From an optimization exercise on the open Yosys and OpenROAD flow, aimed at small area, a short achievable clock period and few clock cycles per item; shortcuts taken in it are not production practice.
Function was checked by simulation only, so behaviour that the tests miss may differ from the original.

[flow/config.mk]
export PLATFORM = sky130hd
export DESIGN_NAME = radix_string_to_integer_unit
export DESIGN_NICKNAME = radix_string_to_integer_unit
export VERILOG_FILES = /design/flow/design.v
export SDC_FILE = /design/flow/constraint.sdc
export NUM_CORES = 4
export LEC_CHECK = 0
export ABC_AREA = 1
export CAP_MARGIN = 20
export CORE_MARGIN = 2
export CORE_UTILIZATION = 60
export GPL_ROUTABILITY_DRIVEN = 0
export PLACE_DENSITY = 0.75
export SETUP_SLACK_MARGIN = 2.6
export SLEW_MARGIN = 20
[flow/flow/run.sh]
#!/bin/bash
# Own flow: the standard layout (standard.sh, unchanged synthesis), with
# two changes: every input and output port still gets its own buffer, but a
# plain sky130_fd_sc_hd__buf_1 rather than the delay cell buffer_ports picks
# by itself; and clock tree synthesis adds no dummy loads. standard.sh's
# output goes to standard.log; each ORFS step keeps its own log under
# orfs/logs/.
set -euo pipefail
bash standard.sh "BUFFER_PORTS_ARGS=-buffer_cell sky130_fd_sc_hd__buf_1" \
  "CTS_ARGS=-sink_clustering_enable -repair_clock_nets -dont_use_dummy_load" \
  finish > standard.log 2>&1
[flow/constraint.sdc]
create_clock -name core_clock -period 6.5 [get_ports {i_clk}]
set_input_delay 1.3000 -clock core_clock [delete_from_list [all_inputs] [get_ports {i_clk}]]
set_output_delay 1.3000 -clock core_clock [all_outputs]
set_load 0.01 [all_outputs]
[flow/design.v]
package rsti_pkg;
    localparam int MAX_DIGITS = 16;
    localparam int IDX_W      = 4;
    localparam int CNT_W      = 5;
    localparam int VAL_W      = 64;
    localparam int LO_W       = 32;
    localparam int Q_DEPTH    = 2;
    localparam int Q_PTR_W    = 1;
    localparam int Q_CNT_W    = 2;
    localparam logic [7:0] CH_MINUS = 8'h2D;
    localparam logic [7:0] CH_PLUS  = 8'h2B;
    localparam logic [7:0] CH_SPACE = 8'h20;
    localparam logic [7:0] CH_LF    = 8'h0A;
    localparam logic [7:0] CH_TAB   = 8'h09;
    localparam logic [7:0] CH_CR    = 8'h0D;
    localparam logic [7:0] CH_VT    = 8'h0B;
    localparam logic [7:0] CH_FF    = 8'h0C;
    localparam logic [7:0] CH_NUL   = 8'h00;
    localparam logic [1:0] REG_RADIX       = 2'd0;
    localparam logic [1:0] REG_DIGIT_COUNT = 2'd1;
    localparam logic [1:0] REG_DIGITS_LOW  = 2'd2;
    localparam logic [1:0] REG_DIGITS_HIGH = 2'd3;
    localparam logic [4:0]  RST_RADIX       = 5'd10;
    localparam logic [4:0]  RST_DIGIT_COUNT = 5'd10;
    localparam logic [63:0] RST_DIGITS_LOW  = 64'h3736_3534_3332_3130;
    localparam logic [63:0] RST_DIGITS_HIGH = 64'h0000_0000_0000_3938;
    typedef enum logic [1:0] {
        PH_WS   = 2'd0,
        PH_SIGN = 2'd1,
        PH_DIG  = 2'd2,
        PH_DONE = 2'd3
    } t_phase;
    typedef struct packed {
        logic             first;
        logic             space;
        logic             minus;
        logic             plus;
        logic             hit;
        logic [3:0]       idx;
    } t_tok;
    function automatic logic [7:0] booth(input logic [4:0] r);
        logic one0, two0, neg0, one1, two1, neg1, one2, two2;
        one0 = r[0];
        two0 = r[1] && !r[0];
        neg0 = r[1];
        one1 = r[1] ^ r[2];
        two1 = (r[3:1] == 3'b011) || (r[3:1] == 3'b100);
        neg1 = r[3] && !(r[2] && r[1]);
        one2 = r[3] ^ r[4];
        two2 = r[3] && r[4];
        booth = {two2, one2, neg1, two1, one1, neg0, two0, one0};
    endfunction
endpackage
module rsti_front (
    input  logic                        i_clk,
    input  logic                        i_rst_n,
    input  logic                        i_valid,
    output logic                        o_ready,
    input  logic [7:0]                  i_ch,
    input  logic                        i_first,
    input  logic [rsti_pkg::CNT_W-1:0]  i_digit_count,
    input  logic [2*rsti_pkg::VAL_W-1:0] i_alphabet,
    output logic                        o_qvalid,
    output rsti_pkg::t_tok              o_qtok,
    input  logic                        i_qpop
);
    rsti_pkg::t_tok                     w_tok;
    rsti_pkg::t_tok                     r_tok;
    logic                               r_tvalid;
    logic [7:0]                         w_entry;
    logic                               w_big;
    logic                               w_nul;
    always_comb begin
        w_big       = i_digit_count[4];
        w_nul       = (i_ch == rsti_pkg::CH_NUL);
        w_tok.first = i_first;
        w_tok.space = (i_ch == rsti_pkg::CH_SPACE) || (i_ch == rsti_pkg::CH_LF) ||
                      (i_ch == rsti_pkg::CH_TAB) || (i_ch == rsti_pkg::CH_CR) ||
                      (i_ch == rsti_pkg::CH_VT) || (i_ch == rsti_pkg::CH_FF);
        w_tok.minus = (i_ch == rsti_pkg::CH_MINUS);
        w_tok.plus  = (i_ch == rsti_pkg::CH_PLUS);
        w_tok.hit   = 1'b0;
        w_tok.idx   = '0;
        w_entry     = '0;
        for (int k = rsti_pkg::MAX_DIGITS - 1; k >= 0; k--) begin
            w_entry = i_alphabet[8*k +: 8];
            if ((w_big || (4'(k) < i_digit_count[3:0])) && !w_nul && (w_entry == i_ch)) begin
                w_tok.hit = 1'b1;
                w_tok.idx = rsti_pkg::IDX_W'(k);
            end
        end
    end
    assign o_ready  = i_qpop;
    assign o_qvalid = r_tvalid;
    assign o_qtok   = r_tok;
    always_ff @(posedge i_clk) begin
        if (i_qpop) begin
            r_tok <= w_tok;
        end
    end
    always_ff @(posedge i_clk) begin
        if (!i_rst_n) begin
            r_tvalid <= 1'b0;
        end else if (i_qpop) begin
            r_tvalid <= i_valid;
        end
    end
endmodule
module rsti_back (
    input  logic                          i_clk,
    input  logic                          i_rst_n,
    input  logic                          i_qvalid,
    input  rsti_pkg::t_tok                i_qtok,
    output logic                          o_qpop,
    input  logic [7:0]                    i_booth,
    input  logic [4:0]                    i_rm1,
    output logic                          o_valid,
    input  logic                          i_ready,
    output logic signed [rsti_pkg::VAL_W-1:0] o_value
);
    localparam int LO_W = rsti_pkg::LO_W;
    localparam int HI_W = rsti_pkg::VAL_W - LO_W;
    rsti_pkg::t_phase               r_phase;
    rsti_pkg::t_phase               n_phase;
    rsti_pkg::t_phase               w_ph;
    logic                           r_par;
    logic                           n_par;
    logic                           w_par;
    logic [LO_W-1:0]                r_lo;
    logic [HI_W-1:0]                r_hi;
    logic [LO_W-1:0]                w_lo_mac;
    logic                           w_lo_c;
    logic [4:0]                     w_lo_ca;
    logic [4:0]                     w_lo_cb;
    logic [4:0]                     w_carry;
    logic [HI_W-1:0]                w_hi_mac;
    logic [5:0]                     w_f;
    logic [LO_W-1:0]                w_lo_ld;
    logic [HI_W-1:0]                w_hi_ld;
    logic [4:0]                     r_ca;
    logic [4:0]                     r_cb;
    logic                           r_c;
    logic                           r_hmac;
    logic                           r_oval;
    logic                           w_run;
    logic                           w_pop;
    logic                           w_pre;
    logic                           w_emit;
    logic                           w_dig;
    logic                           w_rz;
    logic                           w_mac;
    logic                           w_load;
    logic                           w_lo_load;
    logic                           w_lo_step;
    logic                           w_lo_keep;
    logic                           w_hi_step;
    logic                           w_hi_keep;
    logic [LO_W-1:0]                w_lo_next;
    logic [HI_W-1:0]                w_hi_next;
    assign w_run   = !r_oval || i_ready;
    assign w_pop   = i_qvalid && w_run;
    assign o_qpop  = w_run;
    assign o_valid = r_oval;
    assign o_value = {r_hi, r_lo} ^ {rsti_pkg::VAL_W{r_par}};
    always_comb begin
        w_ph   = i_qtok.first ? rsti_pkg::PH_WS : r_phase;
        w_par  = i_qtok.first ? 1'b0 : r_par;
        w_pre  = (w_ph == rsti_pkg::PH_WS) || (w_ph == rsti_pkg::PH_SIGN);
        w_emit = 1'b0;
        w_dig  = 1'b0;
        n_phase = w_ph;
        n_par   = w_par;
        if (w_ph == rsti_pkg::PH_DONE) begin
            n_phase = rsti_pkg::PH_DONE;
        end else if ((w_ph == rsti_pkg::PH_WS) && i_qtok.space) begin
            n_phase = rsti_pkg::PH_WS;
        end else if (w_pre && i_qtok.minus) begin
            n_phase = rsti_pkg::PH_SIGN;
            n_par   = ~w_par;
        end else if (w_pre && i_qtok.plus) begin
            n_phase = rsti_pkg::PH_SIGN;
        end else if (i_qtok.hit) begin
            w_dig   = 1'b1;
            n_phase = rsti_pkg::PH_DIG;
        end else begin
            w_emit  = 1'b1;
            n_phase = rsti_pkg::PH_DONE;
        end
    end
    always_comb begin
        w_rz    = !(i_booth[0] || i_booth[1] || i_booth[3] || i_booth[4] ||
                    i_booth[6] || i_booth[7]);
        w_mac   = w_dig && !i_qtok.first && !w_rz;
        w_load  = i_qtok.first || (w_pre && i_qtok.minus) || (w_dig && w_rz);
        w_f     = 6'(i_qtok.idx) + (r_par ? 6'(i_rm1) : 6'd0);
        if (w_dig) begin
            w_lo_ld = w_par ? {{(LO_W-4){i_qtok.idx == '0}}, i_qtok.idx - 4'd1}
                            : LO_W'(i_qtok.idx);
            w_hi_ld = {HI_W{w_par && (i_qtok.idx == '0)}};
        end else begin
            w_lo_ld = {LO_W{n_par}};
            w_hi_ld = {HI_W{n_par}};
        end
    end
    rsti_mac_lo u_mac_lo (
        .i_v (r_lo),
        .i_b (i_booth),
        .i_f (w_f),
        .o_y (w_lo_mac),
        .o_c (w_lo_c),
        .o_ca (w_lo_ca),
        .o_cb (w_lo_cb)
    );
    assign w_carry = r_ca + r_cb + 5'(r_c);
    rsti_mac_hi u_mac_hi (
        .i_v (r_hi),
        .i_b (i_booth),
        .i_c (w_carry),
        .o_y (w_hi_mac)
    );
    always_comb begin
        w_lo_load = w_pop && w_load;
        w_lo_step = w_pop && w_mac;
        w_lo_keep = !(w_lo_load || w_lo_step);
        w_hi_step = r_hmac && !w_lo_load;
        w_hi_keep = !(w_lo_load || w_hi_step);
        w_lo_next = ({LO_W{w_lo_load}} & w_lo_ld) | ({LO_W{w_lo_step}} & w_lo_mac) |
                    ({LO_W{w_lo_keep}} & r_lo);
        w_hi_next = ({HI_W{w_lo_load}} & w_hi_ld) | ({HI_W{w_hi_step}} & w_hi_mac) |
                    ({HI_W{w_hi_keep}} & r_hi);
    end
    always_ff @(posedge i_clk) begin
        r_lo <= w_lo_next;
        r_hi <= w_hi_next;
        r_ca <= w_lo_ca;
        r_cb <= w_lo_cb;
        r_c  <= w_lo_c;
    end
    always_ff @(posedge i_clk) begin
        if (!i_rst_n) begin
            r_phase <= rsti_pkg::PH_DONE;
            r_par   <= 1'b0;
            r_oval  <= 1'b0;
            r_hmac  <= 1'b0;
        end else begin
            if (w_pop && w_emit) begin
                r_oval <= 1'b1;
            end else if (i_ready) begin
                r_oval <= 1'b0;
            end
            if (w_pop) begin
                r_phase <= n_phase;
                r_par   <= n_par;
            end
            r_hmac <= w_pop && w_mac;
        end
    end
endmodule
module rsti_mac_lo (
    input  logic [31:0] i_v,
    input  logic [7:0] i_b,
    input  logic [5:0] i_f,
    output logic [31:0] o_y,
    output logic o_c,
    output logic [4:0] o_ca,
    output logic [4:0] o_cb
);
    logic t0;
    logic t1;
    logic t2;
    logic t3;
    logic t4;
    logic t5;
    logic t6;
    logic t7;
    logic t8;
    logic t9;
    logic t10;
    logic t11;
    logic t12;
    logic t13;
    logic t14;
    logic t15;
    logic t16;
    logic t17;
    logic t18;
    logic t19;
    logic t20;
    logic t21;
    logic t22;
    logic t23;
    logic t24;
    logic t25;
    logic t26;
    logic t27;
    logic t28;
    logic t29;
    logic t30;
    logic t31;
    logic t32;
    logic t33;
    logic t34;
    logic t35;
    logic t36;
    logic t37;
    logic t38;
    logic t39;
    logic t40;
    logic t41;
    logic t42;
    logic t43;
    logic t44;
    logic t45;
    logic t46;
    logic t47;
    logic t48;
    logic t49;
    logic t50;
    logic t51;
    logic t52;
    logic t53;
    logic t54;
    logic t55;
    logic t56;
    logic t57;
    logic t58;
    logic t59;
    logic t60;
    logic t61;
    logic t62;
    logic t63;
    logic t64;
    logic t65;
    logic t66;
    logic t67;
    logic t68;
    logic t69;
    logic t70;
    logic t71;
    logic t72;
    logic t73;
    logic t74;
    logic t75;
    logic t76;
    logic t77;
    logic t78;
    logic t79;
    logic t80;
    logic t81;
    logic t82;
    logic t83;
    logic t84;
    logic t85;
    logic t86;
    logic t87;
    logic t88;
    logic t89;
    logic t90;
    logic t91;
    logic t92;
    logic t93;
    logic t94;
    logic t95;
    logic t96;
    logic t97;
    logic t98;
    logic t99;
    logic t100;
    logic t101;
    logic t102;
    logic t103;
    logic t104;
    logic t105;
    logic t106;
    logic t107;
    logic t108;
    logic t109;
    logic t110;
    logic t111;
    logic t112;
    logic t113;
    logic t114;
    logic t115;
    logic t116;
    logic t117;
    logic t118;
    logic t119;
    logic t120;
    logic t121;
    logic t122;
    logic t123;
    logic t124;
    logic t125;
    logic t126;
    logic t127;
    logic t128;
    logic t129;
    logic t130;
    logic t131;
    logic t132;
    logic t133;
    logic t134;
    logic t135;
    logic t136;
    logic t137;
    logic t138;
    logic t139;
    logic t140;
    logic t141;
    logic t142;
    logic t143;
    logic t144;
    logic t145;
    logic t146;
    logic t147;
    logic t148;
    logic t149;
    logic t150;
    logic t151;
    logic t152;
    logic t153;
    logic t154;
    logic t155;
    logic t156;
    logic t157;
    logic t158;
    logic t159;
    logic t160;
    logic t161;
    logic t162;
    logic t163;
    logic t164;
    logic t165;
    logic t166;
    logic t167;
    logic t168;
    logic t169;
    logic t170;
    logic t171;
    logic t172;
    logic t173;
    logic t174;
    logic t175;
    logic t176;
    logic t177;
    logic t178;
    logic t179;
    logic t180;
    logic t181;
    logic t182;
    logic t183;
    logic t184;
    logic t185;
    logic t186;
    logic t187;
    logic t188;
    logic t189;
    logic t190;
    logic t191;
    logic t192;
    logic t193;
    logic t194;
    logic t195;
    logic t196;
    logic t197;
    logic t198;
    logic t199;
    logic t200;
    logic t201;
    logic t202;
    logic t203;
    logic t204;
    logic t205;
    logic t206;
    logic t207;
    logic t208;
    logic t209;
    logic t210;
    logic t211;
    logic t212;
    logic t213;
    logic t214;
    logic t215;
    logic t216;
    logic t217;
    logic t218;
    logic t219;
    logic t220;
    logic t221;
    logic t222;
    logic t223;
    logic t224;
    logic t225;
    logic t226;
    logic t227;
    logic t228;
    logic t229;
    logic t230;
    logic t231;
    logic t232;
    logic t233;
    logic t234;
    logic t235;
    logic t236;
    logic t237;
    logic t238;
    logic t239;
    logic t240;
    logic t241;
    logic t242;
    assign t0 = ((i_b[0] & i_v[0])) ^ i_b[2];
    assign t1 = ((i_b[0] & i_v[1]) | (i_b[1] & i_v[0])) ^ i_b[2];
    assign t2 = ((i_b[0] & i_v[2]) | (i_b[1] & i_v[1])) ^ i_b[2];
    assign t3 = ((i_b[0] & i_v[3]) | (i_b[1] & i_v[2])) ^ i_b[2];
    assign t4 = ((i_b[0] & i_v[4]) | (i_b[1] & i_v[3])) ^ i_b[2];
    assign t5 = ((i_b[0] & i_v[5]) | (i_b[1] & i_v[4])) ^ i_b[2];
    assign t6 = ((i_b[0] & i_v[6]) | (i_b[1] & i_v[5])) ^ i_b[2];
    assign t7 = ((i_b[0] & i_v[7]) | (i_b[1] & i_v[6])) ^ i_b[2];
    assign t8 = ((i_b[0] & i_v[8]) | (i_b[1] & i_v[7])) ^ i_b[2];
    assign t9 = ((i_b[0] & i_v[9]) | (i_b[1] & i_v[8])) ^ i_b[2];
    assign t10 = ((i_b[0] & i_v[10]) | (i_b[1] & i_v[9])) ^ i_b[2];
    assign t11 = ((i_b[0] & i_v[11]) | (i_b[1] & i_v[10])) ^ i_b[2];
    assign t12 = ((i_b[0] & i_v[12]) | (i_b[1] & i_v[11])) ^ i_b[2];
    assign t13 = ((i_b[0] & i_v[13]) | (i_b[1] & i_v[12])) ^ i_b[2];
    assign t14 = ((i_b[0] & i_v[14]) | (i_b[1] & i_v[13])) ^ i_b[2];
    assign t15 = ((i_b[0] & i_v[15]) | (i_b[1] & i_v[14])) ^ i_b[2];
    assign t16 = ((i_b[0] & i_v[16]) | (i_b[1] & i_v[15])) ^ i_b[2];
    assign t17 = ((i_b[0] & i_v[17]) | (i_b[1] & i_v[16])) ^ i_b[2];
    assign t18 = ((i_b[0] & i_v[18]) | (i_b[1] & i_v[17])) ^ i_b[2];
    assign t19 = ((i_b[0] & i_v[19]) | (i_b[1] & i_v[18])) ^ i_b[2];
    assign t20 = ((i_b[0] & i_v[20]) | (i_b[1] & i_v[19])) ^ i_b[2];
    assign t21 = ((i_b[0] & i_v[21]) | (i_b[1] & i_v[20])) ^ i_b[2];
    assign t22 = ((i_b[0] & i_v[22]) | (i_b[1] & i_v[21])) ^ i_b[2];
    assign t23 = ((i_b[0] & i_v[23]) | (i_b[1] & i_v[22])) ^ i_b[2];
    assign t24 = ((i_b[0] & i_v[24]) | (i_b[1] & i_v[23])) ^ i_b[2];
    assign t25 = ((i_b[0] & i_v[25]) | (i_b[1] & i_v[24])) ^ i_b[2];
    assign t26 = ((i_b[0] & i_v[26]) | (i_b[1] & i_v[25])) ^ i_b[2];
    assign t27 = ((i_b[0] & i_v[27]) | (i_b[1] & i_v[26])) ^ i_b[2];
    assign t28 = ((i_b[0] & i_v[28]) | (i_b[1] & i_v[27])) ^ i_b[2];
    assign t29 = ((i_b[0] & i_v[29]) | (i_b[1] & i_v[28])) ^ i_b[2];
    assign t30 = ((i_b[0] & i_v[30]) | (i_b[1] & i_v[29])) ^ i_b[2];
    assign t31 = ((i_b[0] & i_v[31]) | (i_b[1] & i_v[30])) ^ i_b[2];
    assign t32 = ((i_b[1] & i_v[31])) ^ i_b[2];
    assign t33 = ((i_b[3] & i_v[0])) ^ i_b[5];
    assign t34 = ((i_b[3] & i_v[1]) | (i_b[4] & i_v[0])) ^ i_b[5];
    assign t35 = ((i_b[3] & i_v[2]) | (i_b[4] & i_v[1])) ^ i_b[5];
    assign t36 = ((i_b[3] & i_v[3]) | (i_b[4] & i_v[2])) ^ i_b[5];
    assign t37 = ((i_b[3] & i_v[4]) | (i_b[4] & i_v[3])) ^ i_b[5];
    assign t38 = ((i_b[3] & i_v[5]) | (i_b[4] & i_v[4])) ^ i_b[5];
    assign t39 = ((i_b[3] & i_v[6]) | (i_b[4] & i_v[5])) ^ i_b[5];
    assign t40 = ((i_b[3] & i_v[7]) | (i_b[4] & i_v[6])) ^ i_b[5];
    assign t41 = ((i_b[3] & i_v[8]) | (i_b[4] & i_v[7])) ^ i_b[5];
    assign t42 = ((i_b[3] & i_v[9]) | (i_b[4] & i_v[8])) ^ i_b[5];
    assign t43 = ((i_b[3] & i_v[10]) | (i_b[4] & i_v[9])) ^ i_b[5];
    assign t44 = ((i_b[3] & i_v[11]) | (i_b[4] & i_v[10])) ^ i_b[5];
    assign t45 = ((i_b[3] & i_v[12]) | (i_b[4] & i_v[11])) ^ i_b[5];
    assign t46 = ((i_b[3] & i_v[13]) | (i_b[4] & i_v[12])) ^ i_b[5];
    assign t47 = ((i_b[3] & i_v[14]) | (i_b[4] & i_v[13])) ^ i_b[5];
    assign t48 = ((i_b[3] & i_v[15]) | (i_b[4] & i_v[14])) ^ i_b[5];
    assign t49 = ((i_b[3] & i_v[16]) | (i_b[4] & i_v[15])) ^ i_b[5];
    assign t50 = ((i_b[3] & i_v[17]) | (i_b[4] & i_v[16])) ^ i_b[5];
    assign t51 = ((i_b[3] & i_v[18]) | (i_b[4] & i_v[17])) ^ i_b[5];
    assign t52 = ((i_b[3] & i_v[19]) | (i_b[4] & i_v[18])) ^ i_b[5];
    assign t53 = ((i_b[3] & i_v[20]) | (i_b[4] & i_v[19])) ^ i_b[5];
    assign t54 = ((i_b[3] & i_v[21]) | (i_b[4] & i_v[20])) ^ i_b[5];
    assign t55 = ((i_b[3] & i_v[22]) | (i_b[4] & i_v[21])) ^ i_b[5];
    assign t56 = ((i_b[3] & i_v[23]) | (i_b[4] & i_v[22])) ^ i_b[5];
    assign t57 = ((i_b[3] & i_v[24]) | (i_b[4] & i_v[23])) ^ i_b[5];
    assign t58 = ((i_b[3] & i_v[25]) | (i_b[4] & i_v[24])) ^ i_b[5];
    assign t59 = ((i_b[3] & i_v[26]) | (i_b[4] & i_v[25])) ^ i_b[5];
    assign t60 = ((i_b[3] & i_v[27]) | (i_b[4] & i_v[26])) ^ i_b[5];
    assign t61 = ((i_b[3] & i_v[28]) | (i_b[4] & i_v[27])) ^ i_b[5];
    assign t62 = ((i_b[3] & i_v[29]) | (i_b[4] & i_v[28])) ^ i_b[5];
    assign t63 = ((i_b[3] & i_v[30]) | (i_b[4] & i_v[29])) ^ i_b[5];
    assign t64 = ((i_b[3] & i_v[31]) | (i_b[4] & i_v[30])) ^ i_b[5];
    assign t65 = ((i_b[4] & i_v[31])) ^ i_b[5];
    assign t66 = (i_b[6] & i_v[0]);
    assign t67 = (i_b[6] & i_v[1]) | (i_b[7] & i_v[0]);
    assign t68 = (i_b[6] & i_v[2]) | (i_b[7] & i_v[1]);
    assign t69 = (i_b[6] & i_v[3]) | (i_b[7] & i_v[2]);
    assign t70 = (i_b[6] & i_v[4]) | (i_b[7] & i_v[3]);
    assign t71 = (i_b[6] & i_v[5]) | (i_b[7] & i_v[4]);
    assign t72 = (i_b[6] & i_v[6]) | (i_b[7] & i_v[5]);
    assign t73 = (i_b[6] & i_v[7]) | (i_b[7] & i_v[6]);
    assign t74 = (i_b[6] & i_v[8]) | (i_b[7] & i_v[7]);
    assign t75 = (i_b[6] & i_v[9]) | (i_b[7] & i_v[8]);
    assign t76 = (i_b[6] & i_v[10]) | (i_b[7] & i_v[9]);
    assign t77 = (i_b[6] & i_v[11]) | (i_b[7] & i_v[10]);
    assign t78 = (i_b[6] & i_v[12]) | (i_b[7] & i_v[11]);
    assign t79 = (i_b[6] & i_v[13]) | (i_b[7] & i_v[12]);
    assign t80 = (i_b[6] & i_v[14]) | (i_b[7] & i_v[13]);
    assign t81 = (i_b[6] & i_v[15]) | (i_b[7] & i_v[14]);
    assign t82 = (i_b[6] & i_v[16]) | (i_b[7] & i_v[15]);
    assign t83 = (i_b[6] & i_v[17]) | (i_b[7] & i_v[16]);
    assign t84 = (i_b[6] & i_v[18]) | (i_b[7] & i_v[17]);
    assign t85 = (i_b[6] & i_v[19]) | (i_b[7] & i_v[18]);
    assign t86 = (i_b[6] & i_v[20]) | (i_b[7] & i_v[19]);
    assign t87 = (i_b[6] & i_v[21]) | (i_b[7] & i_v[20]);
    assign t88 = (i_b[6] & i_v[22]) | (i_b[7] & i_v[21]);
    assign t89 = (i_b[6] & i_v[23]) | (i_b[7] & i_v[22]);
    assign t90 = (i_b[6] & i_v[24]) | (i_b[7] & i_v[23]);
    assign t91 = (i_b[6] & i_v[25]) | (i_b[7] & i_v[24]);
    assign t92 = (i_b[6] & i_v[26]) | (i_b[7] & i_v[25]);
    assign t93 = (i_b[6] & i_v[27]) | (i_b[7] & i_v[26]);
    assign t94 = (i_b[6] & i_v[28]) | (i_b[7] & i_v[27]);
    assign t95 = (i_b[6] & i_v[29]) | (i_b[7] & i_v[28]);
    assign t96 = (i_b[6] & i_v[30]) | (i_b[7] & i_v[29]);
    assign t97 = (i_b[6] & i_v[31]) | (i_b[7] & i_v[30]);
    assign t98 = (i_b[7] & i_v[31]);
    assign t99 = t2 ^ t33;
    assign t100 = t2 & t33;
    assign t101 = t3 ^ t34;
    assign t102 = t3 & t34;
    assign t103 = t4 ^ t35 ^ t66;
    assign t104 = (t4 & t35) | (t4 & t66) | (t35 & t66);
    assign t105 = t5 ^ t36 ^ t67;
    assign t106 = (t5 & t36) | (t5 & t67) | (t36 & t67);
    assign t107 = t6 ^ t37;
    assign t108 = t6 & t37;
    assign t109 = t7 ^ t38;
    assign t110 = t7 & t38;
    assign t111 = t8 ^ t39;
    assign t112 = t8 & t39;
    assign t113 = t9 ^ t40;
    assign t114 = t9 & t40;
    assign t115 = t10 ^ t41;
    assign t116 = t10 & t41;
    assign t117 = t11 ^ t42;
    assign t118 = t11 & t42;
    assign t119 = t12 ^ t43;
    assign t120 = t12 & t43;
    assign t121 = t13 ^ t44;
    assign t122 = t13 & t44;
    assign t123 = t14 ^ t45;
    assign t124 = t14 & t45;
    assign t125 = t15 ^ t46;
    assign t126 = t15 & t46;
    assign t127 = t16 ^ t47;
    assign t128 = t16 & t47;
    assign t129 = t17 ^ t48;
    assign t130 = t17 & t48;
    assign t131 = t18 ^ t49;
    assign t132 = t18 & t49;
    assign t133 = t19 ^ t50;
    assign t134 = t19 & t50;
    assign t135 = t20 ^ t51;
    assign t136 = t20 & t51;
    assign t137 = t21 ^ t52;
    assign t138 = t21 & t52;
    assign t139 = t22 ^ t53;
    assign t140 = t22 & t53;
    assign t141 = t23 ^ t54;
    assign t142 = t23 & t54;
    assign t143 = t24 ^ t55;
    assign t144 = t24 & t55;
    assign t145 = t25 ^ t56;
    assign t146 = t25 & t56;
    assign t147 = t26 ^ t57;
    assign t148 = t26 & t57;
    assign t149 = t27 ^ t58;
    assign t150 = t27 & t58;
    assign t151 = t28 ^ t59;
    assign t152 = t28 & t59;
    assign t153 = t29 ^ t60;
    assign t154 = t29 & t60;
    assign t155 = t30 ^ t61;
    assign t156 = t30 & t61;
    assign t157 = t31 ^ t62;
    assign t158 = t31 & t62;
    assign t159 = t32 ^ t63;
    assign t160 = t32 & t63;
    assign t161 = i_b[2] ^ t64;
    assign t162 = i_b[2] & t64;
    assign t163 = i_b[2] ^ t65;
    assign t164 = i_b[2] & t65;
    assign t165 = i_b[2] ^ i_b[5];
    assign t166 = i_b[2] & i_b[5];
    assign t167 = i_b[2] ^ i_b[5];
    assign t168 = i_b[2] & i_b[5];
    assign t169 = t0 ^ i_b[2];
    assign t170 = t0 & i_b[2];
    assign t171 = t1 ^ i_f[1];
    assign t172 = t1 & i_f[1];
    assign t173 = t99 ^ i_b[5] ^ i_f[2];
    assign t174 = (t99 & i_b[5]) | (t99 & i_f[2]) | (i_b[5] & i_f[2]);
    assign t175 = t100 ^ t101 ^ i_f[3];
    assign t176 = (t100 & t101) | (t100 & i_f[3]) | (t101 & i_f[3]);
    assign t177 = t102 ^ t103 ^ i_f[4];
    assign t178 = (t102 & t103) | (t102 & i_f[4]) | (t103 & i_f[4]);
    assign t179 = t104 ^ t105 ^ i_f[5];
    assign t180 = (t104 & t105) | (t104 & i_f[5]) | (t105 & i_f[5]);
    assign t181 = t106 ^ t107 ^ t68;
    assign t182 = (t106 & t107) | (t106 & t68) | (t107 & t68);
    assign t183 = t108 ^ t109 ^ t69;
    assign t184 = (t108 & t109) | (t108 & t69) | (t109 & t69);
    assign t185 = t110 ^ t111 ^ t70;
    assign t186 = (t110 & t111) | (t110 & t70) | (t111 & t70);
    assign t187 = t112 ^ t113 ^ t71;
    assign t188 = (t112 & t113) | (t112 & t71) | (t113 & t71);
    assign t189 = t114 ^ t115 ^ t72;
    assign t190 = (t114 & t115) | (t114 & t72) | (t115 & t72);
    assign t191 = t116 ^ t117 ^ t73;
    assign t192 = (t116 & t117) | (t116 & t73) | (t117 & t73);
    assign t193 = t118 ^ t119 ^ t74;
    assign t194 = (t118 & t119) | (t118 & t74) | (t119 & t74);
    assign t195 = t120 ^ t121 ^ t75;
    assign t196 = (t120 & t121) | (t120 & t75) | (t121 & t75);
    assign t197 = t122 ^ t123 ^ t76;
    assign t198 = (t122 & t123) | (t122 & t76) | (t123 & t76);
    assign t199 = t124 ^ t125 ^ t77;
    assign t200 = (t124 & t125) | (t124 & t77) | (t125 & t77);
    assign t201 = t126 ^ t127 ^ t78;
    assign t202 = (t126 & t127) | (t126 & t78) | (t127 & t78);
    assign t203 = t128 ^ t129 ^ t79;
    assign t204 = (t128 & t129) | (t128 & t79) | (t129 & t79);
    assign t205 = t130 ^ t131 ^ t80;
    assign t206 = (t130 & t131) | (t130 & t80) | (t131 & t80);
    assign t207 = t132 ^ t133 ^ t81;
    assign t208 = (t132 & t133) | (t132 & t81) | (t133 & t81);
    assign t209 = t134 ^ t135 ^ t82;
    assign t210 = (t134 & t135) | (t134 & t82) | (t135 & t82);
    assign t211 = t136 ^ t137 ^ t83;
    assign t212 = (t136 & t137) | (t136 & t83) | (t137 & t83);
    assign t213 = t138 ^ t139 ^ t84;
    assign t214 = (t138 & t139) | (t138 & t84) | (t139 & t84);
    assign t215 = t140 ^ t141 ^ t85;
    assign t216 = (t140 & t141) | (t140 & t85) | (t141 & t85);
    assign t217 = t142 ^ t143 ^ t86;
    assign t218 = (t142 & t143) | (t142 & t86) | (t143 & t86);
    assign t219 = t144 ^ t145 ^ t87;
    assign t220 = (t144 & t145) | (t144 & t87) | (t145 & t87);
    assign t221 = t146 ^ t147 ^ t88;
    assign t222 = (t146 & t147) | (t146 & t88) | (t147 & t88);
    assign t223 = t148 ^ t149 ^ t89;
    assign t224 = (t148 & t149) | (t148 & t89) | (t149 & t89);
    assign t225 = t150 ^ t151 ^ t90;
    assign t226 = (t150 & t151) | (t150 & t90) | (t151 & t90);
    assign t227 = t152 ^ t153 ^ t91;
    assign t228 = (t152 & t153) | (t152 & t91) | (t153 & t91);
    assign t229 = t154 ^ t155 ^ t92;
    assign t230 = (t154 & t155) | (t154 & t92) | (t155 & t92);
    assign t231 = t156 ^ t157 ^ t93;
    assign t232 = (t156 & t157) | (t156 & t93) | (t157 & t93);
    assign t233 = t158 ^ t159 ^ t94;
    assign t234 = (t158 & t159) | (t158 & t94) | (t159 & t94);
    assign t235 = t160 ^ t161 ^ t95;
    assign t236 = (t160 & t161) | (t160 & t95) | (t161 & t95);
    assign t237 = t162 ^ t163 ^ t96;
    assign t238 = (t162 & t163) | (t162 & t96) | (t163 & t96);
    assign t239 = t164 ^ t165 ^ t97;
    assign t240 = (t164 & t165) | (t164 & t97) | (t165 & t97);
    assign t241 = t166 ^ t167 ^ t98;
    assign t242 = (t166 & t167) | (t166 & t98) | (t167 & t98);
    assign {o_c, o_y} = {1'b0, t230, t228, t226, t224, t222, t220, t218, t216, t214, t212, t210, t208, t206, t204, t202, t200, t198, t196, t194, t192, t190, t188, t186, t184, t182, t180, t178, t176, t174, t172, t170, t169} + {1'b0, t231, t229, t227, t225, t223, t221, t219, t217, t215, t213, t211, t209, t207, t205, t203, t201, t199, t197, t195, t193, t191, t189, t187, t185, t183, t181, t179, t177, t175, t173, t171, i_f[0]};
    assign o_ca = {t240, t238, t236, t234, t232};
    assign o_cb = {t241, t239, t237, t235, t233};
endmodule
module rsti_mac_hi (
    input  logic [31:0] i_v,
    input  logic [7:0] i_b,
    input  logic [4:0] i_c,
    output logic [31:0] o_y
);
    logic t0;
    logic t1;
    logic t2;
    logic t3;
    logic t4;
    logic t5;
    logic t6;
    logic t7;
    logic t8;
    logic t9;
    logic t10;
    logic t11;
    logic t12;
    logic t13;
    logic t14;
    logic t15;
    logic t16;
    logic t17;
    logic t18;
    logic t19;
    logic t20;
    logic t21;
    logic t22;
    logic t23;
    logic t24;
    logic t25;
    logic t26;
    logic t27;
    logic t28;
    logic t29;
    logic t30;
    logic t31;
    logic t32;
    logic t33;
    logic t34;
    logic t35;
    logic t36;
    logic t37;
    logic t38;
    logic t39;
    logic t40;
    logic t41;
    logic t42;
    logic t43;
    logic t44;
    logic t45;
    logic t46;
    logic t47;
    logic t48;
    logic t49;
    logic t50;
    logic t51;
    logic t52;
    logic t53;
    logic t54;
    logic t55;
    logic t56;
    logic t57;
    logic t58;
    logic t59;
    logic t60;
    logic t61;
    logic t62;
    logic t63;
    logic t64;
    logic t65;
    logic t66;
    logic t67;
    logic t68;
    logic t69;
    logic t70;
    logic t71;
    logic t72;
    logic t73;
    logic t74;
    logic t75;
    logic t76;
    logic t77;
    logic t78;
    logic t79;
    logic t80;
    logic t81;
    logic t82;
    logic t83;
    logic t84;
    logic t85;
    logic t86;
    logic t87;
    logic t88;
    logic t89;
    logic t90;
    logic t91;
    logic t92;
    logic t93;
    logic t94;
    logic t95;
    logic t96;
    logic t97;
    logic t98;
    logic t99;
    logic t100;
    logic t101;
    logic t102;
    logic t103;
    logic t104;
    logic t105;
    logic t106;
    logic t107;
    logic t108;
    logic t109;
    logic t110;
    logic t111;
    logic t112;
    logic t113;
    logic t114;
    logic t115;
    logic t116;
    logic t117;
    logic t118;
    logic t119;
    logic t120;
    logic t121;
    logic t122;
    logic t123;
    logic t124;
    logic t125;
    logic t126;
    logic t127;
    logic t128;
    logic t129;
    logic t130;
    logic t131;
    logic t132;
    logic t133;
    logic t134;
    logic t135;
    logic t136;
    logic t137;
    logic t138;
    logic t139;
    logic t140;
    logic t141;
    logic t142;
    logic t143;
    logic t144;
    logic t145;
    logic t146;
    logic t147;
    logic t148;
    logic t149;
    logic t150;
    logic t151;
    logic t152;
    logic t153;
    logic t154;
    logic t155;
    logic t156;
    logic t157;
    logic t158;
    logic t159;
    logic t160;
    logic t161;
    logic t162;
    logic t163;
    logic t164;
    logic t165;
    logic t166;
    logic t167;
    logic t168;
    logic t169;
    logic t170;
    logic t171;
    logic t172;
    logic t173;
    logic t174;
    logic t175;
    logic t176;
    logic t177;
    logic t178;
    logic t179;
    logic t180;
    logic t181;
    logic t182;
    logic t183;
    logic t184;
    logic t185;
    logic t186;
    logic t187;
    logic t188;
    logic t189;
    logic t190;
    logic t191;
    logic t192;
    logic t193;
    logic t194;
    logic t195;
    logic t196;
    logic t197;
    logic t198;
    logic t199;
    logic t200;
    logic t201;
    logic t202;
    logic t203;
    logic t204;
    logic t205;
    logic t206;
    logic t207;
    logic t208;
    logic t209;
    logic t210;
    logic t211;
    logic t212;
    logic t213;
    assign t0 = ((i_b[0] & i_v[0])) ^ i_b[2];
    assign t1 = ((i_b[0] & i_v[1]) | (i_b[1] & i_v[0])) ^ i_b[2];
    assign t2 = ((i_b[0] & i_v[2]) | (i_b[1] & i_v[1])) ^ i_b[2];
    assign t3 = ((i_b[0] & i_v[3]) | (i_b[1] & i_v[2])) ^ i_b[2];
    assign t4 = ((i_b[0] & i_v[4]) | (i_b[1] & i_v[3])) ^ i_b[2];
    assign t5 = ((i_b[0] & i_v[5]) | (i_b[1] & i_v[4])) ^ i_b[2];
    assign t6 = ((i_b[0] & i_v[6]) | (i_b[1] & i_v[5])) ^ i_b[2];
    assign t7 = ((i_b[0] & i_v[7]) | (i_b[1] & i_v[6])) ^ i_b[2];
    assign t8 = ((i_b[0] & i_v[8]) | (i_b[1] & i_v[7])) ^ i_b[2];
    assign t9 = ((i_b[0] & i_v[9]) | (i_b[1] & i_v[8])) ^ i_b[2];
    assign t10 = ((i_b[0] & i_v[10]) | (i_b[1] & i_v[9])) ^ i_b[2];
    assign t11 = ((i_b[0] & i_v[11]) | (i_b[1] & i_v[10])) ^ i_b[2];
    assign t12 = ((i_b[0] & i_v[12]) | (i_b[1] & i_v[11])) ^ i_b[2];
    assign t13 = ((i_b[0] & i_v[13]) | (i_b[1] & i_v[12])) ^ i_b[2];
    assign t14 = ((i_b[0] & i_v[14]) | (i_b[1] & i_v[13])) ^ i_b[2];
    assign t15 = ((i_b[0] & i_v[15]) | (i_b[1] & i_v[14])) ^ i_b[2];
    assign t16 = ((i_b[0] & i_v[16]) | (i_b[1] & i_v[15])) ^ i_b[2];
    assign t17 = ((i_b[0] & i_v[17]) | (i_b[1] & i_v[16])) ^ i_b[2];
    assign t18 = ((i_b[0] & i_v[18]) | (i_b[1] & i_v[17])) ^ i_b[2];
    assign t19 = ((i_b[0] & i_v[19]) | (i_b[1] & i_v[18])) ^ i_b[2];
    assign t20 = ((i_b[0] & i_v[20]) | (i_b[1] & i_v[19])) ^ i_b[2];
    assign t21 = ((i_b[0] & i_v[21]) | (i_b[1] & i_v[20])) ^ i_b[2];
    assign t22 = ((i_b[0] & i_v[22]) | (i_b[1] & i_v[21])) ^ i_b[2];
    assign t23 = ((i_b[0] & i_v[23]) | (i_b[1] & i_v[22])) ^ i_b[2];
    assign t24 = ((i_b[0] & i_v[24]) | (i_b[1] & i_v[23])) ^ i_b[2];
    assign t25 = ((i_b[0] & i_v[25]) | (i_b[1] & i_v[24])) ^ i_b[2];
    assign t26 = ((i_b[0] & i_v[26]) | (i_b[1] & i_v[25])) ^ i_b[2];
    assign t27 = ((i_b[0] & i_v[27]) | (i_b[1] & i_v[26])) ^ i_b[2];
    assign t28 = ((i_b[0] & i_v[28]) | (i_b[1] & i_v[27])) ^ i_b[2];
    assign t29 = ((i_b[0] & i_v[29]) | (i_b[1] & i_v[28])) ^ i_b[2];
    assign t30 = ((i_b[0] & i_v[30]) | (i_b[1] & i_v[29])) ^ i_b[2];
    assign t31 = ((i_b[0] & i_v[31]) | (i_b[1] & i_v[30])) ^ i_b[2];
    assign t32 = ((i_b[3] & i_v[0])) ^ i_b[5];
    assign t33 = ((i_b[3] & i_v[1]) | (i_b[4] & i_v[0])) ^ i_b[5];
    assign t34 = ((i_b[3] & i_v[2]) | (i_b[4] & i_v[1])) ^ i_b[5];
    assign t35 = ((i_b[3] & i_v[3]) | (i_b[4] & i_v[2])) ^ i_b[5];
    assign t36 = ((i_b[3] & i_v[4]) | (i_b[4] & i_v[3])) ^ i_b[5];
    assign t37 = ((i_b[3] & i_v[5]) | (i_b[4] & i_v[4])) ^ i_b[5];
    assign t38 = ((i_b[3] & i_v[6]) | (i_b[4] & i_v[5])) ^ i_b[5];
    assign t39 = ((i_b[3] & i_v[7]) | (i_b[4] & i_v[6])) ^ i_b[5];
    assign t40 = ((i_b[3] & i_v[8]) | (i_b[4] & i_v[7])) ^ i_b[5];
    assign t41 = ((i_b[3] & i_v[9]) | (i_b[4] & i_v[8])) ^ i_b[5];
    assign t42 = ((i_b[3] & i_v[10]) | (i_b[4] & i_v[9])) ^ i_b[5];
    assign t43 = ((i_b[3] & i_v[11]) | (i_b[4] & i_v[10])) ^ i_b[5];
    assign t44 = ((i_b[3] & i_v[12]) | (i_b[4] & i_v[11])) ^ i_b[5];
    assign t45 = ((i_b[3] & i_v[13]) | (i_b[4] & i_v[12])) ^ i_b[5];
    assign t46 = ((i_b[3] & i_v[14]) | (i_b[4] & i_v[13])) ^ i_b[5];
    assign t47 = ((i_b[3] & i_v[15]) | (i_b[4] & i_v[14])) ^ i_b[5];
    assign t48 = ((i_b[3] & i_v[16]) | (i_b[4] & i_v[15])) ^ i_b[5];
    assign t49 = ((i_b[3] & i_v[17]) | (i_b[4] & i_v[16])) ^ i_b[5];
    assign t50 = ((i_b[3] & i_v[18]) | (i_b[4] & i_v[17])) ^ i_b[5];
    assign t51 = ((i_b[3] & i_v[19]) | (i_b[4] & i_v[18])) ^ i_b[5];
    assign t52 = ((i_b[3] & i_v[20]) | (i_b[4] & i_v[19])) ^ i_b[5];
    assign t53 = ((i_b[3] & i_v[21]) | (i_b[4] & i_v[20])) ^ i_b[5];
    assign t54 = ((i_b[3] & i_v[22]) | (i_b[4] & i_v[21])) ^ i_b[5];
    assign t55 = ((i_b[3] & i_v[23]) | (i_b[4] & i_v[22])) ^ i_b[5];
    assign t56 = ((i_b[3] & i_v[24]) | (i_b[4] & i_v[23])) ^ i_b[5];
    assign t57 = ((i_b[3] & i_v[25]) | (i_b[4] & i_v[24])) ^ i_b[5];
    assign t58 = ((i_b[3] & i_v[26]) | (i_b[4] & i_v[25])) ^ i_b[5];
    assign t59 = ((i_b[3] & i_v[27]) | (i_b[4] & i_v[26])) ^ i_b[5];
    assign t60 = ((i_b[3] & i_v[28]) | (i_b[4] & i_v[27])) ^ i_b[5];
    assign t61 = ((i_b[3] & i_v[29]) | (i_b[4] & i_v[28])) ^ i_b[5];
    assign t62 = (i_b[6] & i_v[0]);
    assign t63 = (i_b[6] & i_v[1]) | (i_b[7] & i_v[0]);
    assign t64 = (i_b[6] & i_v[2]) | (i_b[7] & i_v[1]);
    assign t65 = (i_b[6] & i_v[3]) | (i_b[7] & i_v[2]);
    assign t66 = (i_b[6] & i_v[4]) | (i_b[7] & i_v[3]);
    assign t67 = (i_b[6] & i_v[5]) | (i_b[7] & i_v[4]);
    assign t68 = (i_b[6] & i_v[6]) | (i_b[7] & i_v[5]);
    assign t69 = (i_b[6] & i_v[7]) | (i_b[7] & i_v[6]);
    assign t70 = (i_b[6] & i_v[8]) | (i_b[7] & i_v[7]);
    assign t71 = (i_b[6] & i_v[9]) | (i_b[7] & i_v[8]);
    assign t72 = (i_b[6] & i_v[10]) | (i_b[7] & i_v[9]);
    assign t73 = (i_b[6] & i_v[11]) | (i_b[7] & i_v[10]);
    assign t74 = (i_b[6] & i_v[12]) | (i_b[7] & i_v[11]);
    assign t75 = (i_b[6] & i_v[13]) | (i_b[7] & i_v[12]);
    assign t76 = (i_b[6] & i_v[14]) | (i_b[7] & i_v[13]);
    assign t77 = (i_b[6] & i_v[15]) | (i_b[7] & i_v[14]);
    assign t78 = (i_b[6] & i_v[16]) | (i_b[7] & i_v[15]);
    assign t79 = (i_b[6] & i_v[17]) | (i_b[7] & i_v[16]);
    assign t80 = (i_b[6] & i_v[18]) | (i_b[7] & i_v[17]);
    assign t81 = (i_b[6] & i_v[19]) | (i_b[7] & i_v[18]);
    assign t82 = (i_b[6] & i_v[20]) | (i_b[7] & i_v[19]);
    assign t83 = (i_b[6] & i_v[21]) | (i_b[7] & i_v[20]);
    assign t84 = (i_b[6] & i_v[22]) | (i_b[7] & i_v[21]);
    assign t85 = (i_b[6] & i_v[23]) | (i_b[7] & i_v[22]);
    assign t86 = (i_b[6] & i_v[24]) | (i_b[7] & i_v[23]);
    assign t87 = (i_b[6] & i_v[25]) | (i_b[7] & i_v[24]);
    assign t88 = (i_b[6] & i_v[26]) | (i_b[7] & i_v[25]);
    assign t89 = (i_b[6] & i_v[27]) | (i_b[7] & i_v[26]);
    assign t90 = t2 ^ t32;
    assign t91 = t2 & t32;
    assign t92 = t3 ^ t33;
    assign t93 = t3 & t33;
    assign t94 = t4 ^ t34 ^ t62;
    assign t95 = (t4 & t34) | (t4 & t62) | (t34 & t62);
    assign t96 = t5 ^ t35;
    assign t97 = t5 & t35;
    assign t98 = t6 ^ t36;
    assign t99 = t6 & t36;
    assign t100 = t7 ^ t37;
    assign t101 = t7 & t37;
    assign t102 = t8 ^ t38;
    assign t103 = t8 & t38;
    assign t104 = t9 ^ t39;
    assign t105 = t9 & t39;
    assign t106 = t10 ^ t40;
    assign t107 = t10 & t40;
    assign t108 = t11 ^ t41;
    assign t109 = t11 & t41;
    assign t110 = t12 ^ t42;
    assign t111 = t12 & t42;
    assign t112 = t13 ^ t43;
    assign t113 = t13 & t43;
    assign t114 = t14 ^ t44;
    assign t115 = t14 & t44;
    assign t116 = t15 ^ t45;
    assign t117 = t15 & t45;
    assign t118 = t16 ^ t46;
    assign t119 = t16 & t46;
    assign t120 = t17 ^ t47;
    assign t121 = t17 & t47;
    assign t122 = t18 ^ t48;
    assign t123 = t18 & t48;
    assign t124 = t19 ^ t49;
    assign t125 = t19 & t49;
    assign t126 = t20 ^ t50;
    assign t127 = t20 & t50;
    assign t128 = t21 ^ t51;
    assign t129 = t21 & t51;
    assign t130 = t22 ^ t52;
    assign t131 = t22 & t52;
    assign t132 = t23 ^ t53;
    assign t133 = t23 & t53;
    assign t134 = t24 ^ t54;
    assign t135 = t24 & t54;
    assign t136 = t25 ^ t55;
    assign t137 = t25 & t55;
    assign t138 = t26 ^ t56;
    assign t139 = t26 & t56;
    assign t140 = t27 ^ t57;
    assign t141 = t27 & t57;
    assign t142 = t28 ^ t58;
    assign t143 = t28 & t58;
    assign t144 = t29 ^ t59;
    assign t145 = t29 & t59;
    assign t146 = t30 ^ t60;
    assign t147 = t30 & t60;
    assign t148 = t31 ^ t61;
    assign t149 = t31 & t61;
    assign t150 = t0 ^ i_b[2];
    assign t151 = t0 & i_b[2];
    assign t152 = t1 ^ i_c[1];
    assign t153 = t1 & i_c[1];
    assign t154 = t90 ^ i_b[5] ^ i_c[2];
    assign t155 = (t90 & i_b[5]) | (t90 & i_c[2]) | (i_b[5] & i_c[2]);
    assign t156 = t91 ^ t92 ^ i_c[3];
    assign t157 = (t91 & t92) | (t91 & i_c[3]) | (t92 & i_c[3]);
    assign t158 = t93 ^ t94 ^ i_c[4];
    assign t159 = (t93 & t94) | (t93 & i_c[4]) | (t94 & i_c[4]);
    assign t160 = t95 ^ t96 ^ t63;
    assign t161 = (t95 & t96) | (t95 & t63) | (t96 & t63);
    assign t162 = t97 ^ t98 ^ t64;
    assign t163 = (t97 & t98) | (t97 & t64) | (t98 & t64);
    assign t164 = t99 ^ t100 ^ t65;
    assign t165 = (t99 & t100) | (t99 & t65) | (t100 & t65);
    assign t166 = t101 ^ t102 ^ t66;
    assign t167 = (t101 & t102) | (t101 & t66) | (t102 & t66);
    assign t168 = t103 ^ t104 ^ t67;
    assign t169 = (t103 & t104) | (t103 & t67) | (t104 & t67);
    assign t170 = t105 ^ t106 ^ t68;
    assign t171 = (t105 & t106) | (t105 & t68) | (t106 & t68);
    assign t172 = t107 ^ t108 ^ t69;
    assign t173 = (t107 & t108) | (t107 & t69) | (t108 & t69);
    assign t174 = t109 ^ t110 ^ t70;
    assign t175 = (t109 & t110) | (t109 & t70) | (t110 & t70);
    assign t176 = t111 ^ t112 ^ t71;
    assign t177 = (t111 & t112) | (t111 & t71) | (t112 & t71);
    assign t178 = t113 ^ t114 ^ t72;
    assign t179 = (t113 & t114) | (t113 & t72) | (t114 & t72);
    assign t180 = t115 ^ t116 ^ t73;
    assign t181 = (t115 & t116) | (t115 & t73) | (t116 & t73);
    assign t182 = t117 ^ t118 ^ t74;
    assign t183 = (t117 & t118) | (t117 & t74) | (t118 & t74);
    assign t184 = t119 ^ t120 ^ t75;
    assign t185 = (t119 & t120) | (t119 & t75) | (t120 & t75);
    assign t186 = t121 ^ t122 ^ t76;
    assign t187 = (t121 & t122) | (t121 & t76) | (t122 & t76);
    assign t188 = t123 ^ t124 ^ t77;
    assign t189 = (t123 & t124) | (t123 & t77) | (t124 & t77);
    assign t190 = t125 ^ t126 ^ t78;
    assign t191 = (t125 & t126) | (t125 & t78) | (t126 & t78);
    assign t192 = t127 ^ t128 ^ t79;
    assign t193 = (t127 & t128) | (t127 & t79) | (t128 & t79);
    assign t194 = t129 ^ t130 ^ t80;
    assign t195 = (t129 & t130) | (t129 & t80) | (t130 & t80);
    assign t196 = t131 ^ t132 ^ t81;
    assign t197 = (t131 & t132) | (t131 & t81) | (t132 & t81);
    assign t198 = t133 ^ t134 ^ t82;
    assign t199 = (t133 & t134) | (t133 & t82) | (t134 & t82);
    assign t200 = t135 ^ t136 ^ t83;
    assign t201 = (t135 & t136) | (t135 & t83) | (t136 & t83);
    assign t202 = t137 ^ t138 ^ t84;
    assign t203 = (t137 & t138) | (t137 & t84) | (t138 & t84);
    assign t204 = t139 ^ t140 ^ t85;
    assign t205 = (t139 & t140) | (t139 & t85) | (t140 & t85);
    assign t206 = t141 ^ t142 ^ t86;
    assign t207 = (t141 & t142) | (t141 & t86) | (t142 & t86);
    assign t208 = t143 ^ t144 ^ t87;
    assign t209 = (t143 & t144) | (t143 & t87) | (t144 & t87);
    assign t210 = t145 ^ t146 ^ t88;
    assign t211 = (t145 & t146) | (t145 & t88) | (t146 & t88);
    assign t212 = t147 ^ t148 ^ t89;
    assign t213 = (t147 & t148) | (t147 & t89) | (t148 & t89);
    assign o_y = {t211, t209, t207, t205, t203, t201, t199, t197, t195, t193, t191, t189, t187, t185, t183, t181, t179, t177, t175, t173, t171, t169, t167, t165, t163, t161, t159, t157, t155, t153, t151, t150} + {t212, t210, t208, t206, t204, t202, t200, t198, t196, t194, t192, t190, t188, t186, t184, t182, t180, t178, t176, t174, t172, t170, t168, t166, t164, t162, t160, t158, t156, t154, t152, i_c[0]};
endmodule
module radix_string_to_integer_unit (
    input  logic                              i_clk,
    input  logic                              i_rst_n,
    input  logic                              i_valid,
    output logic                              o_ready,
    input  logic [7:0]                        i_ch,
    input  logic                              i_first,
    output logic                              o_valid,
    input  logic                              i_ready,
    output logic signed [rsti_pkg::VAL_W-1:0] o_value,
    input  logic                              i_cfg_we,
    input  logic [1:0]                        i_cfg_idx,
    input  logic [rsti_pkg::VAL_W-1:0]        i_cfg_data
);
    logic [7:0]                  r_booth;
    logic [4:0]                  r_rm1;
    logic [rsti_pkg::CNT_W-1:0]  r_digit_count;
    logic [rsti_pkg::VAL_W-1:0]  r_digits_low;
    logic [rsti_pkg::VAL_W-1:0]  r_digits_high;
    logic                        w_qvalid;
    rsti_pkg::t_tok              w_qtok;
    logic                        w_qpop;
    always_ff @(posedge i_clk) begin
        if (!i_rst_n) begin
            r_booth       <= rsti_pkg::booth(rsti_pkg::RST_RADIX);
            r_rm1         <= rsti_pkg::RST_RADIX - 5'd1;
            r_digit_count <= rsti_pkg::RST_DIGIT_COUNT;
            r_digits_low  <= rsti_pkg::RST_DIGITS_LOW;
            r_digits_high <= rsti_pkg::RST_DIGITS_HIGH;
        end else if (i_cfg_we) begin
            case (i_cfg_idx)
                rsti_pkg::REG_RADIX: begin
                    r_booth <= rsti_pkg::booth(i_cfg_data[4:0]);
                    r_rm1   <= i_cfg_data[4:0] - 5'd1;
                end
                rsti_pkg::REG_DIGIT_COUNT: r_digit_count <= i_cfg_data[4:0];
                rsti_pkg::REG_DIGITS_LOW:  r_digits_low  <= i_cfg_data;
                rsti_pkg::REG_DIGITS_HIGH: r_digits_high <= i_cfg_data;
                default: begin
                end
            endcase
        end
    end
    rsti_front u_front (
        .i_clk         (i_clk),
        .i_rst_n       (i_rst_n),
        .i_valid       (i_valid),
        .o_ready       (o_ready),
        .i_ch          (i_ch),
        .i_first       (i_first),
        .i_digit_count (r_digit_count),
        .i_alphabet    ({r_digits_high, r_digits_low}),
        .o_qvalid      (w_qvalid),
        .o_qtok        (w_qtok),
        .i_qpop        (w_qpop)
    );
    rsti_back u_back (
        .i_clk    (i_clk),
        .i_rst_n  (i_rst_n),
        .i_qvalid (w_qvalid),
        .i_qtok   (w_qtok),
        .o_qpop   (w_qpop),
        .i_booth  (r_booth),
        .i_rm1    (r_rm1),
        .o_valid  (o_valid),
        .i_ready  (i_ready),
        .o_value  (o_value)
    );
endmodule
[flow/standard.sh]
#!/bin/bash
# synth_recipe.tcl (not shown) runs the flow's synth.tcl, then flattens the netlist and writes it again
# the make line also repeats each setting of config.mk as NAME=value (left out here)
make -C /OpenROAD-flow-scripts/flow DESIGN_CONFIG=/design/flow/config.mk WORK_HOME=/design/flow/orfs CLKGATE_MAP_FILE= SYNTH_SCRIPT=/design/flow/synth_recipe.tcl "${@:-finish}"
==> results.cfg, run 1 <==
[floorplanning]
num_io_pins = 146
start_util_pct = 61.2
core_sq_um = 31600
die_h_um = 184
die_w_um = 184
die-area_sq_um = 33700
row_count = 65

[synthesis]
synthArstFlopShare_pct = 0
ys.flop_type = dfxtp_1
synth_area_sq_um = 19300
yosysWarnings = 3
synthTopCellsByArea = dfxtp_1 23%, xor2_1 11%, ha_1 9.0%, nand2_1 7.6%, fa_1 7.2%
synth.most_common_cell = nand2_1
yosysSeqAreaShare_pct = 24.9
yosys-top-cells-count = 391 x nand2_1, 270 x inv_1, 254 x xor2_1
yosys_register_bits = 236
synthDistinctLibCells = 58
synth_edf_count = 9
synthCells = 2600
syn-mean-instance-area_sq_um = 7.44
yosysTopAreaCellShare_pct = 23.5
yosysTopAreaCell = dfxtp_1
syn_nets = 2889

[sta]
worst_pin_slew_ps = 855
rsz0062_at_grt = yes
fmax_mhz = 256
tns_ps = 0
period_share_pct = 60.0
fin_crit_ps = 3900
hold_violations = 0
setup_viol = 0
slew_headroom_pct = 43.0
setup_ws_ps = 2600
drv_slew = 0
clock_skew_ps = 35.1

[clock_network]
h-tree-depth = 1
clockBufferDepth = 3
path_clk_slew_ps = 60
cts_sinks = 236
cts_tree = yes
clock_latency_ps = 570
cts_buffers = 28
root_buffer = clkbuf_16
holdBufCountCts = 0

[layout]
area_growth_pct = 11.9
drive_gt1_share_pct = 8.59
nets = 2992
antenna_cells = 0

[drt]
dr.pass1.iters = 5
vias = 19100
finalWirelength_mm = 59.5
drc = 0
route.antenna.remaining_nets = 0
drt_iter0_drc = 1948
vias_per_cell = 6.16
drt-wirelength-per-cell_um = 19.2

[global_route]
grt_overflow = 0
grt_pass1_wl_mm = 93.2
grt_antenna_before_repair = 0
grt_use_met3_pct = 5.55
grt_busiest_layer = met2
grt_pass1_vias = 18200
gr-usage-met2_pct = 58.0
grt_max_degree = 92
use_met1_pct = 43.1
grtUsageTotal_pct = 34.1

[worst_setup_path]
worstSetupEndpointType = flop
crit_fanout = 5
required_ps = 6980
critPathLaunchType = flop
cp.arrival_ps = 4380
max_stage_delay_ps = 580
crit_slowest_cell = fa_2
path_class = flop to flop
crit_top_cell = nand2_1

[worst_hold_path]
hold_class = flop to flop

[placed_design]
io_buffers = 145
dp_worst_setup_slack_ps = 1690
hpwl_mm = 39.4

[run_status]
outcome = timing/DRC/antenna clean

[flow_run]
maxCapViolations = 0
[worst paths after layout]
check,startpoint,to,depth (start not counted),slack (ps)
max,u_back.r_par,u_back.r_lo[26],28,2600
min,r_rm1[0],r_rm1[0],1,460
max reg2reg,u_back.r_par,u_back.r_lo[26],28,2600
min reg2reg,r_rm1[0],r_rm1[0],1,460
[worst max-delay path, delay by kind of cell, from the launching register on]
family / cells / cell delay (ps)
buf+inv: 5 / 520
fa+ha+maj: 3 / 1040
simple gates: 13 / 910
flops: 1 / 370
xor+xnor: 1 / 140
compound gates: 6 / 830
[cell type report]
type	instances	area, sq um
inverters	292	1170
repair inverters	3	28.8
repair buffers	203	1110
clock buffers	28	701
well taps	402	503
flip-flops and latches	236	4850
fillers	2646	9980
multi-input cells	1939	13300
[per-stage QoR]
stage                     util (%)  hold WS, ps  area, sq um  cells
after floorplan                  -          427        19400   2600
after global placement        63.4          437        20000   3039
after detailed placement      63.4          441        20000   3039
after CTS                     67.1          455        21200   3091
after global routing          68.4          481        21700   3103
final                         68.4          458        21700   3103
[sequential cells by signal, summed over array words and instances (netlist names), 8 cells and up]
name / cells
r_booth: 8
r_digits_high: 64
r_digits_low: 64
u_back.r_hi: 32
u_back.r_lo: 32
u_front.r_tok: 9
[what timing repair did]
action | in CTS | in global routing
pin swaps | 15 | 29
hold endpoints to repair | 0 | 0
gates resized for setup | 63 | 89
endpoints found under the setup margin | 55 | 33
cloned | 4 | 0
buffers inserted | 20 | 11
[kinds of logic (layout without fill, tap and decap cells)]
logic type	after synthesis	in the layout	synth area share [%]
AO/OA/AOI/OAI	687	687	20.7
adder cells (fa/ha/maj)	210	210	16.3
flip-flops	236	236	24.9
AND/OR/NAND/NOR	761	761	16.7
buffers and inverters	425	526	8.65
XOR/XNOR	281	281	12.7
[placed cells by master, fill, tap and decap left out, drive strengths merged, types with 2 or more instances in the layout]
master     n
a2111oi    3
a211oi     2
a21boi     4
a21o       5
a21oi    195
a221oi     2
a31oi     13
and2       2
buf      200
clkbuf    30
clkinv     6
dfxtp    227
edfxtp     9
fa        70
ha       139
inv      289
nand2    395
nand3     80
nand3b     3
nand4     37
nor2     185
nor3      28
nor4      19
o2111ai    3
o211ai    46
o21a       7
o21ai    195
o21bai     5
o221ai    21
o22ai    180
o31ai      3
or2       11
xnor2     27
xor2     254
[layer usage]
| layer | up-vias | routed length (um) |
|---|---|---|
| met3 | 222 | 5230 |
| met5 | - | 0 |
| met4 | 0 | 2670 |
| met1 | 8842 | 23700 |
| met2 | 1013 | 27900 |
| li1 | 9034 | - |
Testbench counts, summed over its fixed seeds: cycles 18,815, items 18,783.
==> run 2, diff against run 1 <==
--- a/flow/config.mk
+++ b/flow/config.mk
@@ -9,7 +9,6 @@
 export CAP_MARGIN = 20
 export CORE_MARGIN = 2
 export CORE_UTILIZATION = 60
-export GPL_ROUTABILITY_DRIVEN = 0
 export PLACE_DENSITY = 0.75
-export SETUP_SLACK_MARGIN = 2.6
+export SETUP_SLACK_MARGIN = 2.5
 export SLEW_MARGIN = 20
==> run 2 against run 1 <==
  * Sequential cell count did not move
  * Cell count rose by 0.35%
  * Non-clock buffer count rose by 6
  * Largest cell class unchanged
  * Highest routed layer unchanged
==> results.cfg, run 2 <==
[clock_network]
root_buffer = clkbuf_16
clock_latency_ps = 580
cts_buffers = 29
cts_tree = yes
holdBufCountCts = 0
path_clk_slew_ps = 60
h-tree-depth = 1
clockBufferDepth = 3
cts_sinks = 236

[worst_setup_path]
required_ps = 6920
crit_fanout = 12
path_class = flop to flop
reg2reg_depth = 17
critPathLaunchType = flop
cp.arrival_ps = 4330
worstSetupEndpointType = flop

[sta]
fmax_mhz = 256
tns_ps = 0
fin_hold_ws_ps = 463
setup_ws_ps = 2590
hold_violations = 0
worst_pin_slew_ps = 1050
drv_slew = 0
fin_crit_ps = 3910
clock_skew_ps = 47.4
period_share_pct = 60.2
setup_viol = 0
rsz0062_at_grt = yes
slew_headroom_pct = 29.3

[floorplanning]
die-area_sq_um = 33700
start_util_pct = 61.2
row_count = 65
die_h_um = 184
core_sq_um = 31600
num_io_pins = 146
die_w_um = 184

[synthesis]
yosys-top-cells-count = 391 x nand2_1, 270 x inv_1, 254 x xor2_1
synthTopCellsByArea = dfxtp_1 23%, xor2_1 11%, ha_1 9.0%, nand2_1 7.6%, fa_1 7.2%
synth_edf_count = 9
yosysWarnings = 3
yosysTopAreaCellShare_pct = 23.5
synthDistinctLibCells = 58
yosysSeqAreaShare_pct = 24.9
syn_nets = 2889
synthCells = 2600
synth.most_common_cell = nand2_1
synth_area_sq_um = 19300
synthArstFlopShare_pct = 0
ys.flop_type = dfxtp_1
syn-mean-instance-area_sq_um = 7.44
yosysTopAreaCell = dfxtp_1
yosys_register_bits = 236

[worst_hold_path]
whs_path_depth = 2
hold_class = flop to flop

[drt]
drt_iter0_drc = 1784
vias_per_cell = 6.15
drt-wirelength-per-cell_um = 19.6
vias = 19100
dr.pass1.iters = 6
drc = 0
finalWirelength_mm = 61.0
route.antenna.remaining_nets = 0

[run_status]
outcome = timing/DRC/antenna clean

[layout]
drive_gt1_share_pct = 8.89
fin_area_sq_um = 21800
final_common_cell = nand2_1
fin_cells = 3114
final_cell_mix = 383 x nand2_1, 262 x inv_1, 252 x xor2_1
area_growth_pct = 12.5
antenna_cells = 0
largest_registers = r_digits_high: 64 flops, r_digits_low: 64 flops
nets = 3003
finish.utilization_pct = 68.8

[placed_design]
place.gp.congestion = 0.955
hpwl_mm = 40.0
io_buffers = 145
dp_worst_setup_slack_ps = 1730
numPlacedInstances = 3038
place_area_sq_um = 20000

[flow_run]
maxCapViolations = 0

[global_route]
grt_pass1_wl_mm = 93.0
grtUsageTotal_pct = 34.0
grt_overflow = 0
grt_max_degree = 89
grt_antenna_before_repair = 0
grt_pass1_vias = 18100
-- run 2: cell type report --
class / count / area [sq um]
multi-input combinational: 1939 / 13300
fill: 2733 / 9860
sequential: 236 / 4840
inverter: 292 / 1180
timing repair buffer: 209 / 1120
clock buffer: 29 / 726
tap: 402 / 503
timing repair inverter: 7 / 76.3
-- run 2: worst paths after layout --
path	start	endpoint	slack, ps
min	r_digits_high[6]	r_digits_high[6]	460
max	r_booth[4]	u_back.r_hi[29]	2590
min reg2reg	r_digits_high[6]	r_digits_high[6]	460
max reg2reg	r_booth[4]	u_back.r_hi[29]	2590
-- run 2: cells by family (layout without fill, tap and decap cells) --
logic type / after synthesis / count (layout) / synth area share, %
AND/OR/NAND/NOR: 761 / 761 / 16.7
AO/OA/AOI/OAI: 687 / 687 / 20.7
buffers and inverters: 425 / 537 / 8.65
XOR/XNOR: 281 / 281 / 12.7
flip-flops: 236 / 236 / 24.9
adder cells (fa/ha/maj): 210 / 210 / 16.3
-- run 2: critical path, cell delays in order, from the launching register on --
cell and delay [ps]:
dfxtp_4 440, buf_4 150, buf_4 110, buf_4 170, clkinv_8 120, o22ai_1 210
xor2_1 170, ha_1 280, fa_1 470, ha_1 410, a21oi_1 260, o21ai_0 200
a21oi_2 190, nor3_1 70, a211oi_1 170, nand2_1 140, nor2_1 110, o221ai_1 120
-- run 2: repair_timing --
action / CTS / global route
setup endpoints to repair: 47 / 33
pin swaps: 4 / 27
buffers inserted: 10 / 29
gates resized for setup: 44 / 108
cloned: 1 / 7
-- run 2: per-layer routing --
| metal | up-vias | wire length, um | global-route usage, % |
|---|---|---|---|
| met1 | 9015 | 24800 | 43.2 |
| met4 | 0 | 3060 | 16.7 |
| met2 | 879 | 28500 | 56.6 |
| met5 | - | 0 | 0 |
| li1 | 9050 | - | - |
| met3 | 200 | 4620 | 5.05 |

## port drivers added, routing unchanged
The flow's constraints put no driver on any port. The routed layouts listed below were extracted and timed again, unchanged, in two steps.
Step 1 sets driving cells, clkbuf_16 on the clock port and buf_2 on the other inputs (assumed; they add their load-dependent delay and slew).
Step 2 times the ports against the registers' clock, not the clock port: input delays grow and output delays shrink by t, the midpoint of the rising clock arrivals with the driver on.
Three values: ideal, step 1, step 2; two values: the first two.
run	shift t [ns]	setup slack, ns	slew at the worst register clock pin (ns)	worst data-port slew with drivers (ns)
run 1	0.597	2.600 / 2.600 / 2.566	0.06 / 0.06	0.04
run 2	0.612	2.588 / 2.588 / 2.489	0.06 / 0.06	0.06
After both steps setup and hold are still met in every run listed. For run 2, which loses most, drivers alone change the setup slack by 0.000 ns; drivers and shift together by -0.099 ns.
